This is an optimization exercise on Yosys and OpenROAD, whose aim is small area, a short achievable clock period and few clock cycles, not a production implementation. At most, simulation tests tie the RTL to the original design; equivalence was not proved. Power is estimated from default activity; no workload was simulated.

==> build 49 <==
==> flow/design.v <==
`timescale 1ns/1ps
package cache_pkg;
	localparam int ADDR_WIDTH = 32;                  
	localparam int DATA_WIDTH = 32;
	localparam int BYTE_SEL_WIDTH = $clog2(DATA_WIDTH / 8);
	localparam int TAG_MAX = 28;
	localparam int META_WIDTH = TAG_MAX + 2;
	typedef logic [DATA_WIDTH-1:0] word_t;
	typedef logic [DATA_WIDTH/8-1:0] byte_en_t;
	typedef struct packed {
		logic               valid;
		logic               dirty;
		logic [TAG_MAX-1:0] tag;
	} line_meta_t;
endpackage
`timescale 1ns/1ps
package mem_bus_pkg;
	localparam logic BUS_READ  = 1'b0;    
	localparam logic BUS_WRITE = 1'b1;    
	typedef enum logic [2:0] {
		IDLE      = 3'd0,    
		WB_BURST  = 3'd1,    
		WB_DONE   = 3'd2,    
		RF_BURST  = 3'd3,    
		RF_FINISH = 3'd4     
	} miss_state_t;
endpackage
`timescale 1ns/1ps
`timescale 1ns/1ps
`timescale 1ns/1ps
`timescale 1ns/1ps
module dcache_top #(
	parameter int NUM_WAYS     = 2,
	parameter int INDEX_WIDTH  = 2,
	parameter int OFFSET_WIDTH = 2
) (
	input  logic                             clk,
	input  logic                             rst,
	input  logic [cache_pkg::ADDR_WIDTH-1:0] cpu_addr,
	input  cache_pkg::byte_en_t              cpu_byte_en,
	input  logic                             cpu_read,
	input  logic                             cpu_write,
	input  cache_pkg::word_t                 cpu_wr_data,
	output cache_pkg::word_t                 cpu_rd_data,
	output logic                             cpu_stall,
	output logic [cache_pkg::ADDR_WIDTH-1:0] mem_addr,
	output logic                             mem_addr_valid,
	output logic                             mem_we,
	output cache_pkg::word_t                 mem_wr_data,
	output logic                             mem_wr_valid,
	output logic                             mem_wr_last,
	input  logic                             mem_addr_ready,
	input  logic                             mem_rd_valid,
	input  cache_pkg::word_t                 mem_rd_data,
	input  logic                             mem_wr_ready,
	input  logic                             mem_wr_done
);
	localparam int TW = 26;    
	logic          valid [2][4];
	logic          dirty [2][4];
	logic [TW-1:0] tag   [2][4];
	logic [31:0]   data  [2][4][4];
	logic          rr;
	logic       stall_q;         
	logic       req_missed;      
	logic       req_rf_started;  
	logic       start_q;         
	logic       miss_way;        
	logic       wr_q;            
	logic       wr_way_q;
	logic [3:0] wr_set_q, wr_off_q, wr_be_q;    
	logic       av_q;            
	logic       wb_active;       
	logic [1:0] wb_ld;           
	logic       wv_q;            
	logic       wl_q;            
	logic       rf_busy;         
	logic [1:0] rf_beat;
	logic [1:0] rf_set;
	logic       rf_way;
	logic [31:0] out_q;
	logic [27:0] ma_q;
	logic        we_q;
	assign cpu_stall      = stall_q;
	assign cpu_rd_data    = out_q;
	assign mem_addr       = {ma_q, 4'b0000};
	assign mem_addr_valid = av_q;
	assign mem_we         = we_q;
	assign mem_wr_data    = out_q;
	assign mem_wr_valid   = wv_q;
	assign mem_wr_last    = wl_q;
	logic [1:0]    cset, coff;
	logic [TW-1:0] ctag;
	logic          req, look;
	logic          hit0, hit1, hit, hw;
	logic          v;              
	logic          wbneed;
	assign cset = cpu_addr[5:4];
	assign coff = cpu_addr[3:2];
	assign ctag = cpu_addr[31:6];
	assign req  = cpu_read | cpu_write;
	assign look = req & stall_q;
	logic [3:0] m0, m1;
	always_comb begin
		for (int s = 0; s < 4; s++) begin
			m0[s] = valid[0][s] & (tag[0][s] == ctag);
			m1[s] = valid[1][s] & (tag[1][s] == ctag);
		end
	end
	assign hit0 = m0[cset];
	assign hit1 = m1[cset];
	assign hit  = hit0 | hit1;
	assign hw   = !hit0;
	logic [3:0]    vs, wbn;
	logic [TW-1:0] vtag [4];
	always_comb begin
		for (int s = 0; s < 4; s++) begin
			vs[s]   = !valid[0][s] ? 1'b0 : !valid[1][s] ? 1'b1 : rr;
			wbn[s]  = valid[vs[s]][s] & dirty[vs[s]][s];
			vtag[s] = tag[vs[s]][s];
		end
	end
	assign v      = vs[cset];
	assign wbneed = wbn[cset];
	logic [1:0]  rsel_off;
	logic [31:0] rword0, rword1;
	assign rsel_off = wb_active ? wb_ld : coff;
	assign rword0   = data[0][cset][rsel_off];
	assign rword1   = data[1][cset][rsel_off];
	logic myword_q;      
	logic rf_mine;       
	logic on_rf;         
	logic avail;
	logic res_rd, res_wr, res_arr, resolve, start_miss, can_start;
	logic merge;
	assign rf_mine = myword_q & mem_rd_valid;
	assign on_rf   = rf_busy & (rf_set == cset) & (rf_way == hw);
	assign avail   = !on_rf | (coff < rf_beat);
	assign res_rd  = cpu_read & hit & avail;
	assign res_wr  = cpu_write & hit & !rf_busy;
	assign res_arr = rf_mine;
	assign resolve = look & (req_missed ? res_arr : (res_rd | res_wr));
	assign can_start  = !av_q & !wb_active;
	assign start_miss = look & !req_missed & !hit & can_start;
	assign merge      = cpu_write & rf_mine;
	logic take_a, take_w, rf_take, rf_we;
	assign take_a  = av_q & mem_addr_ready;
	assign take_w  = wv_q & mem_wr_ready;
	assign rf_take = take_a & !we_q;
	assign rf_we   = rf_busy & mem_rd_valid;
	always_ff @(posedge clk or negedge rst) begin
		if (!rst) begin
			stall_q        <= 1'b1;
			req_missed     <= 1'b0;
			req_rf_started <= 1'b0;
			start_q        <= 1'b0;
			wr_q           <= 1'b0;
			av_q           <= 1'b0;
			wb_active      <= 1'b0;
			wv_q           <= 1'b0;
			wl_q           <= 1'b0;
			rf_busy        <= 1'b0;
			rf_beat        <= 2'd0;
			rr             <= 1'b0;
			myword_q       <= 1'b0;
		end else begin
			myword_q <= ((req_rf_started && !rf_mine) || rf_take) &&
			            (rf_take || (rf_busy && !(rf_we && rf_beat == 2'd3))) &&
			            ((rf_take ? 2'd0 : rf_we ? rf_beat + 2'd1 : rf_beat) == coff);
			stall_q <= stall_q ? !resolve : 1'b1;
			wr_q    <= look & !req_missed & res_wr;
			start_q <= start_miss;
			if (start_q)
				rr <= !rr;
			if (resolve) begin
				req_missed     <= 1'b0;
				req_rf_started <= 1'b0;
			end else begin
				if (start_miss)
					req_missed <= 1'b1;
				if (rf_take)
					req_rf_started <= 1'b1;
			end
			if (start_miss)
				av_q <= 1'b1;
			else if (take_w && wl_q)
				av_q <= 1'b1;                
			else if (take_a)
				av_q <= 1'b0;
			if (!wb_active) begin
				wb_active <= start_miss && wbneed;
				wb_ld     <= 2'd0;
				wv_q      <= 1'b0;
				wl_q      <= 1'b0;
			end else if (take_a && we_q) begin
				wv_q  <= 1'b1;               
				wb_ld <= 2'd1;
			end else if (take_w) begin
				if (wl_q) begin
					wb_active <= 1'b0;
					wv_q      <= 1'b0;
				end else begin
					wl_q  <= (wb_ld == 2'd3);
					wb_ld <= wb_ld + 2'd1;
				end
			end
			if (rf_take) begin
				rf_busy <= 1'b1;
				rf_beat <= 2'd0;
			end else if (rf_we) begin
				rf_beat <= rf_beat + 2'd1;
				if (rf_beat == 2'd3)
					rf_busy <= 1'b0;
			end
		end
	end
	always_ff @(posedge clk) begin
		if (!(wb_active && wv_q && !take_w))    
			out_q <= rf_mine ? mem_rd_data :
			         (wb_active ? miss_way : hw) ? rword1 : rword0;
		wr_way_q <= hw;
		for (int i = 0; i < 4; i++) begin
			wr_set_q[i] <= (cset == i[1:0]);
			wr_off_q[i] <= (coff == i[1:0]);
		end
		wr_be_q  <= cpu_byte_en;
		if (!req_missed)
			miss_way <= v;    
		if (rf_take) begin
			rf_set <= cset;
			rf_way <= miss_way;
		end
		if (!av_q && !wb_active) begin
			ma_q <= wbneed ? {vtag[cset], cset} : cpu_addr[31:4];
			we_q <= wbneed;
		end else if (take_w && wl_q) begin
			ma_q <= cpu_addr[31:4];
			we_q <= 1'b0;
		end
	end
	always_ff @(posedge clk or negedge rst) begin
		if (!rst) begin
			for (int w = 0; w < 2; w++)
				for (int s = 0; s < 4; s++) begin
					valid[w][s] <= 1'b0;
					dirty[w][s] <= 1'b0;
				end
		end else begin
			for (int w = 0; w < 2; w++)
				for (int s = 0; s < 4; s++) begin
					if (start_q && miss_way == w[0] && cset == s[1:0]) begin
						valid[w][s] <= 1'b1;
						dirty[w][s] <= 1'b0;
					end
					if (wr_q && wr_way_q == w[0] && wr_set_q[s])
						dirty[w][s] <= 1'b1;
					if (merge && rf_way == w[0] && rf_set == s[1:0])
						dirty[w][s] <= 1'b1;
				end
		end
	end
	always_ff @(posedge clk) begin
		for (int w = 0; w < 2; w++)
			for (int s = 0; s < 4; s++)
				if (start_q && miss_way == w[0] && cset == s[1:0])
					tag[w][s] <= ctag;
	end
	logic [31:0] wdata;
	always_comb begin
		for (int b = 0; b < 4; b++)
			wdata[8*b +: 8] = (!rf_we || (merge && cpu_byte_en[b])) ?
				cpu_wr_data[8*b +: 8] : mem_rd_data[8*b +: 8];
	end
	always_ff @(posedge clk) begin
		for (int w = 0; w < 2; w++)
			for (int s = 0; s < 4; s++)
				for (int o = 0; o < 4; o++)
					for (int b = 0; b < 4; b++)
						if ((rf_we && rf_way == w[0] && rf_set == s[1:0] && rf_beat == o[1:0]) ||
							(wr_q && wr_way_q == w[0] && wr_set_q[s] && wr_off_q[o] && wr_be_q[b]))
							data[w][s][o][8*b +: 8] <= wdata[8*b +: 8];
	end
endmodule
==> flow/run.sh <==
#!/bin/bash
# synth_recipe.tcl (not shown) runs the flow's synth.tcl, then flattens the netlist and writes it again
# the make line also repeats each setting of config.mk as NAME=value (left out here)
make -C /OpenROAD-flow-scripts/flow DESIGN_CONFIG=/design/flow/config.mk WORK_HOME=/design/flow/orfs CLKGATE_MAP_FILE= SYNTH_SCRIPT=/design/flow/synth_recipe.tcl finish
==> flow/config.mk <==
export PLATFORM = sky130hd
export DESIGN_NAME = dcache_top
export DESIGN_NICKNAME = dcache_top
export VERILOG_FILES = /design/flow/design.v
export SDC_FILE = /design/flow/constraint.sdc
export NUM_CORES = 4
export LEC_CHECK = 0
export CAP_MARGIN = 20
export CORE_MARGIN = 2
export CORE_UTILIZATION = 55
export CTS_BUF_LIST = sky130_fd_sc_hd__clkbuf_8
export PLACE_DENSITY = 0.7
export SETUP_SLACK_MARGIN = 3.9
export SLEW_MARGIN = 20
export TNS_END_PERCENT = 5
==> flow/constraint.sdc <==
create_clock -name core_clock -period 6.5 [get_ports {clk}]
set_input_delay 1.3000 -clock core_clock [delete_from_list [all_inputs] [get_ports {clk}]]
set_output_delay 1.3000 -clock core_clock [all_outputs]
set_load 0.01 [all_outputs]
==> inputs of build 82, as changes to build 49 <==
--- a/flow/design.v
+++ b/flow/design.v
@@ -68,7 +68,6 @@
 	logic       miss_way;        
 	logic       wr_q;            
 	logic       wr_way_q;
-	logic [3:0] wr_set_q, wr_off_q, wr_be_q;    
 	logic       av_q;            
 	logic       wb_active;       
 	logic [1:0] wb_ld;           
@@ -79,16 +78,22 @@
 	logic [1:0] rf_set;
 	logic       rf_way;
 	logic [31:0] out_q;
+	logic        rdy_o, av_o, wv_o, wl_o, we_o;
+	logic        av_n, wv_n, wl_n, we_n;
 	logic [27:0] ma_q;
-	logic        we_q;
-	assign cpu_stall      = stall_q;
+	logic        we_q;            
+	assign av_q = !av_n;
+	assign wv_q = !wv_n;
+	assign wl_q = !wl_n;
+	assign we_q = !we_n;
+	assign cpu_stall      = !rdy_o;
 	assign cpu_rd_data    = out_q;
 	assign mem_addr       = {ma_q, 4'b0000};
-	assign mem_addr_valid = av_q;
-	assign mem_we         = we_q;
+	assign mem_addr_valid = av_o;
+	assign mem_we         = we_o;
 	assign mem_wr_data    = out_q;
-	assign mem_wr_valid   = wv_q;
-	assign mem_wr_last    = wl_q;
+	assign mem_wr_valid   = wv_o;
+	assign mem_wr_last    = wl_o;
 	logic [1:0]    cset, coff;
 	logic [TW-1:0] ctag;
 	logic          req, look;
@@ -148,6 +153,13 @@
 	assign take_w  = wv_q & mem_wr_ready;
 	assign rf_take = take_a & !we_q;
 	assign rf_we   = rf_busy & mem_rd_valid;
+	logic stall_d, av_d, wv_d, wl_d;
+	assign stall_d = stall_q ? !resolve : 1'b1;
+	assign av_d    = start_miss ? 1'b1 : (take_w && wl_q) ? 1'b1 :    
+	                 take_a ? 1'b0 : av_q;
+	assign wv_d    = !wb_active ? 1'b0 : (take_a && we_q) ? 1'b1 :    
+	                 (take_w && wl_q) ? 1'b0 : wv_q;
+	assign wl_d    = !wb_active ? 1'b0 : (take_w && !wl_q) ? (wb_ld == 2'd3) : wl_q;
 	always_ff @(posedge clk or negedge rst) begin
 		if (!rst) begin
 			stall_q        <= 1'b1;
@@ -155,19 +167,30 @@
 			req_rf_started <= 1'b0;
 			start_q        <= 1'b0;
 			wr_q           <= 1'b0;
-			av_q           <= 1'b0;
+			av_n           <= 1'b1;
 			wb_active      <= 1'b0;
-			wv_q           <= 1'b0;
-			wl_q           <= 1'b0;
+			wv_n           <= 1'b1;
+			wl_n           <= 1'b1;
 			rf_busy        <= 1'b0;
 			rf_beat        <= 2'd0;
 			rr             <= 1'b0;
 			myword_q       <= 1'b0;
+			rdy_o          <= 1'b0;
+			av_o           <= 1'b0;
+			wv_o           <= 1'b0;
+			wl_o           <= 1'b0;
 		end else begin
+			stall_q <= stall_d;
+			rdy_o   <= !stall_d;
+			av_n    <= !av_d;
+			av_o    <= av_d;
+			wv_n    <= !wv_d;
+			wv_o    <= wv_d;
+			wl_n    <= !wl_d;
+			wl_o    <= wl_d;
 			myword_q <= ((req_rf_started && !rf_mine) || rf_take) &&
 			            (rf_take || (rf_busy && !(rf_we && rf_beat == 2'd3))) &&
 			            ((rf_take ? 2'd0 : rf_we ? rf_beat + 2'd1 : rf_beat) == coff);
-			stall_q <= stall_q ? !resolve : 1'b1;
 			wr_q    <= look & !req_missed & res_wr;
 			start_q <= start_miss;
 			if (start_q)
@@ -181,28 +204,16 @@
 				if (rf_take)
 					req_rf_started <= 1'b1;
 			end
-			if (start_miss)
-				av_q <= 1'b1;
-			else if (take_w && wl_q)
-				av_q <= 1'b1;                
-			else if (take_a)
-				av_q <= 1'b0;
 			if (!wb_active) begin
 				wb_active <= start_miss && wbneed;
 				wb_ld     <= 2'd0;
-				wv_q      <= 1'b0;
-				wl_q      <= 1'b0;
 			end else if (take_a && we_q) begin
-				wv_q  <= 1'b1;               
 				wb_ld <= 2'd1;
 			end else if (take_w) begin
-				if (wl_q) begin
+				if (wl_q)
 					wb_active <= 1'b0;
-					wv_q      <= 1'b0;
-				end else begin
-					wl_q  <= (wb_ld == 2'd3);
+				else
 					wb_ld <= wb_ld + 2'd1;
-				end
 			end
 			if (rf_take) begin
 				rf_busy <= 1'b1;
@@ -219,11 +230,6 @@
 			out_q <= rf_mine ? mem_rd_data :
 			         (wb_active ? miss_way : hw) ? rword1 : rword0;
 		wr_way_q <= hw;
-		for (int i = 0; i < 4; i++) begin
-			wr_set_q[i] <= (cset == i[1:0]);
-			wr_off_q[i] <= (coff == i[1:0]);
-		end
-		wr_be_q  <= cpu_byte_en;
 		if (!req_missed)
 			miss_way <= v;    
 		if (rf_take) begin
@@ -232,10 +238,12 @@
 		end
 		if (!av_q && !wb_active) begin
 			ma_q <= wbneed ? {vtag[cset], cset} : cpu_addr[31:4];
-			we_q <= wbneed;
+			we_n <= !wbneed;
+			we_o <= wbneed;
 		end else if (take_w && wl_q) begin
 			ma_q <= cpu_addr[31:4];
-			we_q <= 1'b0;
+			we_n <= 1'b1;
+			we_o <= 1'b0;
 		end
 	end
 	always_ff @(posedge clk or negedge rst) begin
@@ -252,7 +260,7 @@
 						valid[w][s] <= 1'b1;
 						dirty[w][s] <= 1'b0;
 					end
-					if (wr_q && wr_way_q == w[0] && wr_set_q[s])
+					if (wr_q && wr_way_q == w[0] && cset == s[1:0])
 						dirty[w][s] <= 1'b1;
 					if (merge && rf_way == w[0] && rf_set == s[1:0])
 						dirty[w][s] <= 1'b1;
@@ -277,7 +285,8 @@
 				for (int o = 0; o < 4; o++)
 					for (int b = 0; b < 4; b++)
 						if ((rf_we && rf_way == w[0] && rf_set == s[1:0] && rf_beat == o[1:0]) ||
-							(wr_q && wr_way_q == w[0] && wr_set_q[s] && wr_off_q[o] && wr_be_q[b]))
+							(wr_q && wr_way_q == w[0] && cset == s[1:0] && coff == o[1:0] &&
+							 cpu_byte_en[b]))
 							data[w][s][o][8*b +: 8] <= wdata[8*b +: 8];
 	end
 endmodule
--- a/flow/config.mk
+++ b/flow/config.mk
@@ -9,7 +9,8 @@
 export CORE_MARGIN = 2
 export CORE_UTILIZATION = 55
 export CTS_BUF_LIST = sky130_fd_sc_hd__clkbuf_8
+export CTS_CLUSTER_DIAMETER = 60
+export CTS_CLUSTER_SIZE = 20
 export PLACE_DENSITY = 0.7
-export SETUP_SLACK_MARGIN = 3.9
+export SETUP_SLACK_MARGIN = 3.6
 export SLEW_MARGIN = 20
-export TNS_END_PERCENT = 5
==> inputs of trial 67, as changes to build 49 <==
--- a/flow/design.v
+++ b/flow/design.v
@@ -79,16 +79,22 @@
 	logic [1:0] rf_set;
 	logic       rf_way;
 	logic [31:0] out_q;
+	logic        rdy_o, av_o, wv_o, wl_o, we_o;
+	logic        av_n, wv_n, wl_n, we_n;
 	logic [27:0] ma_q;
-	logic        we_q;
-	assign cpu_stall      = stall_q;
+	logic        we_q;            
+	assign av_q = !av_n;
+	assign wv_q = !wv_n;
+	assign wl_q = !wl_n;
+	assign we_q = !we_n;
+	assign cpu_stall      = !rdy_o;
 	assign cpu_rd_data    = out_q;
 	assign mem_addr       = {ma_q, 4'b0000};
-	assign mem_addr_valid = av_q;
-	assign mem_we         = we_q;
+	assign mem_addr_valid = av_o;
+	assign mem_we         = we_o;
 	assign mem_wr_data    = out_q;
-	assign mem_wr_valid   = wv_q;
-	assign mem_wr_last    = wl_q;
+	assign mem_wr_valid   = wv_o;
+	assign mem_wr_last    = wl_o;
 	logic [1:0]    cset, coff;
 	logic [TW-1:0] ctag;
 	logic          req, look;
@@ -129,14 +135,13 @@
 	assign rword1   = data[1][cset][rsel_off];
 	logic myword_q;      
 	logic rf_mine;       
-	logic on_rf;         
-	logic avail;
+	logic [1:0] avail;   
 	logic res_rd, res_wr, res_arr, resolve, start_miss, can_start;
 	logic merge;
 	assign rf_mine = myword_q & mem_rd_valid;
-	assign on_rf   = rf_busy & (rf_set == cset) & (rf_way == hw);
-	assign avail   = !on_rf | (coff < rf_beat);
-	assign res_rd  = cpu_read & hit & avail;
+	assign avail[0] = !(rf_busy & (rf_set == cset) & !rf_way) | (coff < rf_beat);
+	assign avail[1] = !(rf_busy & (rf_set == cset) &  rf_way) | (coff < rf_beat);
+	assign res_rd   = cpu_read & ((hit0 & avail[0]) | (hit1 & avail[1]));
 	assign res_wr  = cpu_write & hit & !rf_busy;
 	assign res_arr = rf_mine;
 	assign resolve = look & (req_missed ? res_arr : (res_rd | res_wr));
@@ -148,6 +153,13 @@
 	assign take_w  = wv_q & mem_wr_ready;
 	assign rf_take = take_a & !we_q;
 	assign rf_we   = rf_busy & mem_rd_valid;
+	logic stall_d, av_d, wv_d, wl_d;
+	assign stall_d = stall_q ? !resolve : 1'b1;
+	assign av_d    = start_miss ? 1'b1 : (take_w && wl_q) ? 1'b1 :    
+	                 take_a ? 1'b0 : av_q;
+	assign wv_d    = !wb_active ? 1'b0 : (take_a && we_q) ? 1'b1 :    
+	                 (take_w && wl_q) ? 1'b0 : wv_q;
+	assign wl_d    = !wb_active ? 1'b0 : (take_w && !wl_q) ? (wb_ld == 2'd3) : wl_q;
 	always_ff @(posedge clk or negedge rst) begin
 		if (!rst) begin
 			stall_q        <= 1'b1;
@@ -155,19 +167,30 @@
 			req_rf_started <= 1'b0;
 			start_q        <= 1'b0;
 			wr_q           <= 1'b0;
-			av_q           <= 1'b0;
+			av_n           <= 1'b1;
 			wb_active      <= 1'b0;
-			wv_q           <= 1'b0;
-			wl_q           <= 1'b0;
+			wv_n           <= 1'b1;
+			wl_n           <= 1'b1;
 			rf_busy        <= 1'b0;
 			rf_beat        <= 2'd0;
 			rr             <= 1'b0;
 			myword_q       <= 1'b0;
+			rdy_o          <= 1'b0;
+			av_o           <= 1'b0;
+			wv_o           <= 1'b0;
+			wl_o           <= 1'b0;
 		end else begin
+			stall_q <= stall_d;
+			rdy_o   <= !stall_d;
+			av_n    <= !av_d;
+			av_o    <= av_d;
+			wv_n    <= !wv_d;
+			wv_o    <= wv_d;
+			wl_n    <= !wl_d;
+			wl_o    <= wl_d;
 			myword_q <= ((req_rf_started && !rf_mine) || rf_take) &&
 			            (rf_take || (rf_busy && !(rf_we && rf_beat == 2'd3))) &&
 			            ((rf_take ? 2'd0 : rf_we ? rf_beat + 2'd1 : rf_beat) == coff);
-			stall_q <= stall_q ? !resolve : 1'b1;
 			wr_q    <= look & !req_missed & res_wr;
 			start_q <= start_miss;
 			if (start_q)
@@ -181,28 +204,16 @@
 				if (rf_take)
 					req_rf_started <= 1'b1;
 			end
-			if (start_miss)
-				av_q <= 1'b1;
-			else if (take_w && wl_q)
-				av_q <= 1'b1;                
-			else if (take_a)
-				av_q <= 1'b0;
 			if (!wb_active) begin
 				wb_active <= start_miss && wbneed;
 				wb_ld     <= 2'd0;
-				wv_q      <= 1'b0;
-				wl_q      <= 1'b0;
 			end else if (take_a && we_q) begin
-				wv_q  <= 1'b1;               
 				wb_ld <= 2'd1;
 			end else if (take_w) begin
-				if (wl_q) begin
+				if (wl_q)
 					wb_active <= 1'b0;
-					wv_q      <= 1'b0;
-				end else begin
-					wl_q  <= (wb_ld == 2'd3);
+				else
 					wb_ld <= wb_ld + 2'd1;
-				end
 			end
 			if (rf_take) begin
 				rf_busy <= 1'b1;
@@ -232,10 +243,12 @@
 		end
 		if (!av_q && !wb_active) begin
 			ma_q <= wbneed ? {vtag[cset], cset} : cpu_addr[31:4];
-			we_q <= wbneed;
+			we_n <= !wbneed;
+			we_o <= wbneed;
 		end else if (take_w && wl_q) begin
 			ma_q <= cpu_addr[31:4];
-			we_q <= 1'b0;
+			we_n <= 1'b1;
+			we_o <= 1'b0;
 		end
 	end
 	always_ff @(posedge clk or negedge rst) begin
--- a/flow/config.mk
+++ b/flow/config.mk
@@ -8,7 +8,8 @@
 export CAP_MARGIN = 20
 export CORE_MARGIN = 2
 export CORE_UTILIZATION = 55
-export CTS_BUF_LIST = sky130_fd_sc_hd__clkbuf_8
+export CTS_CLUSTER_DIAMETER = 60
+export CTS_CLUSTER_SIZE = 20
 export PLACE_DENSITY = 0.7
 export SETUP_SLACK_MARGIN = 3.9
 export SLEW_MARGIN = 20
==> summary of the runs <==
The lowest die area belongs to build 49, the highest to trial 67. Worst hold slack: build 49 > trial 67 > build 82. The lowest design area belongs to build 82, the highest to trial 67. The lowest clock skew belongs to trial 67, the highest to build 82. Combinational power, lowest first: build 49, build 82, trial 67. In build 82 the synthesized cell count is lower than in trial 67, by 5.2%. Utilization: trial 67 > build 49 > build 82. Total power: trial 67 > build 49 > build 82. The lowest routed wire length belongs to build 82, the highest to trial 67. Sequential power is about the same in build 82 and trial 67.
Testbench counts of build 82, summed over its fixed seeds: cycles 227,314.
Only the layout flow was run in build 49 and trial 67; the RTL was not checked for function there.

## what the ideal ports hide
Ports are ideal in the flow. The routed layouts listed here were re-timed in OpenROAD.
Step 1, drivers: a clkbuf_16 drives clk and a buf_2 each remaining input, both assumed.
Step 2 also shifts input and output timing later by t, the mid clock arrival at the registers, as if the neighbouring blocks saw the same clock.
a / b / c = ideal / step 1 / step 2; a / b = the first two.
run | t, ns | setup slack, ns | worst data-port slew with drivers (ns)
build 49 | 0.979 | 3.251 / 3.226 / 2.247 | 0.17
build 82 | 0.885 | 3.486 / 3.380 / 2.495 | 0.27
trial 67 | 0.792 | 3.316 / 3.161 / 2.369 | 0.29
After both steps setup and hold are still met in every run listed. The setup slack of build 49, which loses most, moves by -0.025 ns with the drivers and by -1.004 ns with both steps.
